Source: an optimization exercise on an open RTL-to-GDS flow (aim: small area, a short achievable clock period and few clock cycles). Production flows keep margins and buffers that such runs may drop.
Where RTL was checked, it was by simulation tests only, not by an equivalence proof against the original.
Power is estimated from default activity; no workload was simulated.

==> flow/design.v (excerpt) <==
module exec_unit_top (
        input  logic        clk,
        input  logic        reset,
        input  logic        start,
        input  logic [4:0]  op,
        input  logic [31:0] data1,
        input  logic [31:0] data2,
        output logic        busy,
        output logic        done,
        output logic [31:0] result,
        output logic        flag_zero,
        output logic        flag_sign,
        output logic        flag_sltu
);
Size: about 4,600 cells after synthesis, about 180 flip-flops, roughly 0.030 mm² of cells after synthesis.
==> flow/config.mk <==
export PLATFORM = sky130hd
export DESIGN_NAME = exec_unit_top
export DESIGN_NICKNAME = exec_unit_top
export VERILOG_FILES = /design/flow/design.v
export SDC_FILE = /design/flow/constraint.sdc
export NUM_CORES = 4
export LEC_CHECK = 0
export ABC_AREA = 1
export CAP_MARGIN = 20
export CORE_MARGIN = 2
export CORE_UTILIZATION = 40
export SETUP_SLACK_MARGIN = 5
export SLEW_MARGIN = 20
==> flow/constraint.sdc <==
create_clock -name core_clock -period 10.0 [get_ports {clk}]
set_input_delay 2.0000 -clock core_clock [delete_from_list [all_inputs] [get_ports {clk}]]
set_output_delay 2.0000 -clock core_clock [all_outputs]
set_load 0.01 [all_outputs]
standard.sh (not shown) runs the stock make flow with config.mk's settings and CLKGATE_MAP_FILE= SYNTH_SCRIPT=/design/flow/synth_recipe.tcl, a recipe that flattens the netlist after the stock synthesis.
==> flow/flow/run.sh <==
#!/bin/bash
# Layout flow: the standard layout (standard.sh, all ORFS steps unchanged)
# with one difference: the port buffers that global placement inserts on every
# input and output are sky130_fd_sc_hd__buf_2 instead of the delay cell that
# buffer_ports picks by default.  The make output goes to standard.log; each
# ORFS step keeps its own log under orfs/logs/.
set -euo pipefail
bash standard.sh "BUFFER_PORTS_ARGS=-buffer_cell sky130_fd_sc_hd__buf_2" finish > standard.log 2>&1
The baseline completed without violations.
Testbench counts at the start, summed over its fixed seeds: cycles 12,117.
Rerun with:
--- a/flow/design.v
+++ b/flow/design.v
@@ -352,20 +352,31 @@
         assign in_early = |in_hit;
         logic [33:0] d_diff34;
         pfx_add #(.W(34)) u_sub (
                 .a    ({2'b00, acc_q[63:32]}),
                 .b    (~y_q),
                 .cin  (1'b1),
                 .s    (d_diff34),
                 .cout (d_ge)
         );
+        logic [33:0] d_diffh34;
+        logic        d_geh;       
+        logic        d_two;       
+        pfx_add #(.W(34)) u_subh (
+                .a    ({2'b00, acc_q[63:32]}),
+                .b    (~{1'b0, y_q[33:1]}),
+                .cin  (1'b1),
+                .s    (d_diffh34),
+                .cout (d_geh)
+        );
+        assign d_two = ~d_ge & (cnt_q != 5'd0);
         assign d_diff = d_diff34[31:0];
-        assign d_rem = d_ge ? d_diff : acc_q[63:32];
+        assign d_rem = d_ge ? d_diff : ((d_two & d_geh) ? d_diffh34[31:0] : acc_q[63:32]);
         assign d_neg = rem_q ? negr_q : negq_q;
         logic        s_sum;
         logic        s_shr;
         logic        s_shl;
         logic        s_xor;
         logic        s_or;
         logic        s_and;
         logic        s_d1;
         logic        s_d2;
@@ -422,19 +433,19 @@
                         end
                         if (mul_q && tsel_q[0]) begin
                                 mul_q <= 1'b0;
                                 res_q <= 1'b1;
                         end
                         if (dal_q) begin
                                 dal_q <= 1'b0;
                                 dit_q <= 1'b1;
                         end
-                        if (dit_q && cnt_q == 5'd0) begin
+                        if (dit_q && (cnt_q == 5'd0 || (d_two && cnt_q == 5'd1))) begin
                                 dit_q <= 1'b0;
                                 fix_q <= d_neg;
                                 res_q <= ~d_neg;
                         end
                         if (fix_q) begin
                                 fix_q <= 1'b0;
                                 res_q <= 1'b1;
                         end
                 end
@@ -468,18 +479,24 @@
                         acc_q <= acc_next;
                         tsel_q <= tsel_next;
                         bctl_q <= bctl_next;
                         osel_hi_q <= hi_q;
                 end else if (dal_q) begin
                         y_q <= sh_l;
                         cnt_q <= dsh;
                 end else if (dit_q) begin
                         acc_q[63:32] <= d_rem;
-                        acc_q[31:0] <= {acc_q[30:0], d_ge};
-                        y_q <= {1'b0, y_q[33:1]};
-                        cnt_q <= cnt_q - 5'd1;
+                        if (d_two) begin
+                                acc_q[31:0] <= {acc_q[29:0], 1'b0, d_geh};
+                                y_q <= {2'b0, y_q[33:2]};
+                                cnt_q <= cnt_q - 5'd2;
+                        end else begin
+                                acc_q[31:0] <= {acc_q[30:0], d_ge};
+                                y_q <= {1'b0, y_q[33:1]};
+                                cnt_q <= cnt_q - 5'd1;
+                        end
                 end else if (fix_q) begin
                         if (rem_q) acc_q[63:32] <= neg_out;
                         else acc_q[31:0] <= neg_out;
                 end
         end
 endmodule
After rerunning: The new run ran to the end with no violations; register-to-register slack is about the same; wire length is lower by 0.86%; flip-flop and latch count is unchanged; die area is higher by 7.2%; clock power drops by about 1%; non-clock buffer count shrinks by 10; setup slack is better by 0.086 ns; global-route usage decreases by 3.4 points; count of clock-buffer cells in the layout goes down by 2; hold slack is worse by 0.061 ns; core utilization falls by 0.55 points.
Testbench counts after the change, summed over its fixed seeds: cycles 11,044.


== oak ==
Another version of the RTL of exec_unit_top (not shown whole).
Size in the first run: about 3700 cells after synthesis, ~110 I/O pins.
export LEC_CHECK = 0
export CAP_MARGIN = 20
export CORE_MARGIN = 2
export CORE_UTILIZATION = 40
export SETUP_SLACK_MARGIN = 5
export SLEW_MARGIN = 20
create_clock -name core_clock -period 10.0 [get_ports {clk}]
Scripts as last shown in full above: flow/flow/run.sh
Testbench counts of oak, summed over its fixed seeds: cycles 12,117.
Relative to oak, the following input files were edited for pine:
--- a/flow/design.v
+++ b/flow/design.v
@@ -343,29 +343,40 @@
         always_comb begin
                 in_za[32] = 1'b1;
                 for (int j = 31; j >= 0; j--) in_za[j] = in_za[j+1] & ~in_ax[j];
                 for (int k = 0; k < 32; k++) begin
                         if (k == 0) in_hit[k] = in_bx[k] & in_za[k] & ~in_neg1;
                         else in_hit[k] = in_bx[k] & (in_neg1 ? in_za[k-1] : in_za[k]);
                 end
         end
         assign in_early = |in_hit;
         logic [33:0] d_diff34;
+        logic [33:0] d_diffh34;
+        logic        d_geh;       
+        logic        d_two;       
         pfx_add #(.W(34)) u_sub (
                 .a    ({2'b00, acc_q[63:32]}),
                 .b    (~y_q),
                 .cin  (1'b1),
                 .s    (d_diff34),
                 .cout (d_ge)
         );
+        pfx_add #(.W(34)) u_subh (
+                .a    ({2'b00, acc_q[63:32]}),
+                .b    (~{1'b0, y_q[33:1]}),
+                .cin  (1'b1),
+                .s    (d_diffh34),
+                .cout (d_geh)
+        );
+        assign d_two = ~d_ge & (cnt_q != 5'd0);
         assign d_diff = d_diff34[31:0];
-        assign d_rem = d_ge ? d_diff : acc_q[63:32];
+        assign d_rem = d_ge ? d_diff : ((d_two & d_geh) ? d_diffh34[31:0] : acc_q[63:32]);
         assign d_neg = rem_q ? negr_q : negq_q;
         logic        s_sum;
         logic        s_shr;
         logic        s_shl;
         logic        s_xor;
         logic        s_or;
         logic        s_and;
         logic        s_d1;
         logic        s_d2;
         logic        s_slt;
@@ -420,21 +431,21 @@
                                 end
                         end
                         if (mul_q && tsel_q[0]) begin
                                 mul_q <= 1'b0;
                                 res_q <= 1'b1;
                         end
                         if (dal_q) begin
                                 dal_q <= 1'b0;
                                 dit_q <= 1'b1;
                         end
-                        if (dit_q && cnt_q == 5'd0) begin
+                        if (dit_q && (cnt_q == 5'd0 || (d_two && cnt_q == 5'd1))) begin
                                 dit_q <= 1'b0;
                                 fix_q <= d_neg;
                                 res_q <= ~d_neg;
                         end
                         if (fix_q) begin
                                 fix_q <= 1'b0;
                                 res_q <= 1'b1;
                         end
                 end
         end
@@ -465,19 +476,25 @@
                 end else if (mul_q) begin
                         acc_q <= acc_next;
                         tsel_q <= tsel_next;
                         bctl_q <= bctl_next;
                         osel_hi_q <= hi_q;
                 end else if (dal_q) begin
                         y_q <= sh_l;
                         cnt_q <= dsh;
                 end else if (dit_q) begin
                         acc_q[63:32] <= d_rem;
-                        acc_q[31:0] <= {acc_q[30:0], d_ge};
-                        y_q <= {1'b0, y_q[33:1]};
-                        cnt_q <= cnt_q - 5'd1;
+                        if (d_two) begin
+                                acc_q[31:0] <= {acc_q[29:0], 1'b0, d_geh};
+                                y_q <= {2'b0, y_q[33:2]};
+                                cnt_q <= cnt_q - 5'd2;
+                        end else begin
+                                acc_q[31:0] <= {acc_q[30:0], d_ge};
+                                y_q <= {1'b0, y_q[33:1]};
+                                cnt_q <= cnt_q - 5'd1;
+                        end
                 end else if (fix_q) begin
                         if (rem_q) acc_q[63:32] <= neg_out;
                         else acc_q[31:0] <= neg_out;
                 end
         end
 endmodule
Both conditions hold for pine: the flow ran to the end and the final layout passed the timing, design-rule and antenna checks.
Looking at final estimated routing congestion in global placement, pine sits 1.4% below oak.
Between pine and oak, maximum frequency is lower for pine, oak comes in above that.
Post-layout net count for pine: about 8% up relative to oak
Summary of pine over oak: non-clock buffer instance count of the final layout now larger; combined global-route utilization of all metal layers now smaller.
Delta (pine minus oak): cell area after layout moved up; clock share of power moved down.
The sequential share of layout area in pine was lower than what oak gave.
In terms of starting density of the core, oak and pine differ only marginally.
Compared with oak, pine shows a lower worst setup slack.
Logic depth of the worst setup path including buffers down 2 in pine wrt oak
Going from oak to pine, count of flip-flops with a built-in enable after synthesis closely matched the old numbers; number of instances resized during post-cts repair increased by 125 relative to the old numbers.
Function not checked in pine: the RTL went through the layout flow alone.

[port drivers added, routing unchanged]
The results above use ideal ports. As a check the final layouts listed here were re-extracted and re-timed, cells and wires unchanged. Step 1: set_driving_cell puts a clkbuf_16 on clk and a buf_2 on each other input, an assumption about the parent block. Step 2 adds t to the input delays and takes it off the output delays; t is the mean of the earliest and latest rising clock arrival at the registers after step 1. Input paths then give back, and output paths get back, about the clock's delay inside the block. Three values: ideal ports, drivers, drivers and shift; two values: the first two.
| run | t, ns | setup slack, ns | worst setup path after step 2 |
|---|---|---|---|
| the first run of note 1 | 0.574 | 4.964 / 4.997 / 4.423 | input to register |
| the second run of note 1 | 0.583 | 5.051 / 5.086 / 4.503 | input to register |
| oak | 0.589 | 4.847 / 4.899 / 4.311 | input to register |
| pine | 0.586 | 4.824 / 4.871 / 4.285 | input to register |
After both steps every run listed still meets setup and hold. The setup slack of the second run of note 1, which loses most, moves by +0.035 ns with the drivers and by -0.548 ns with both steps.
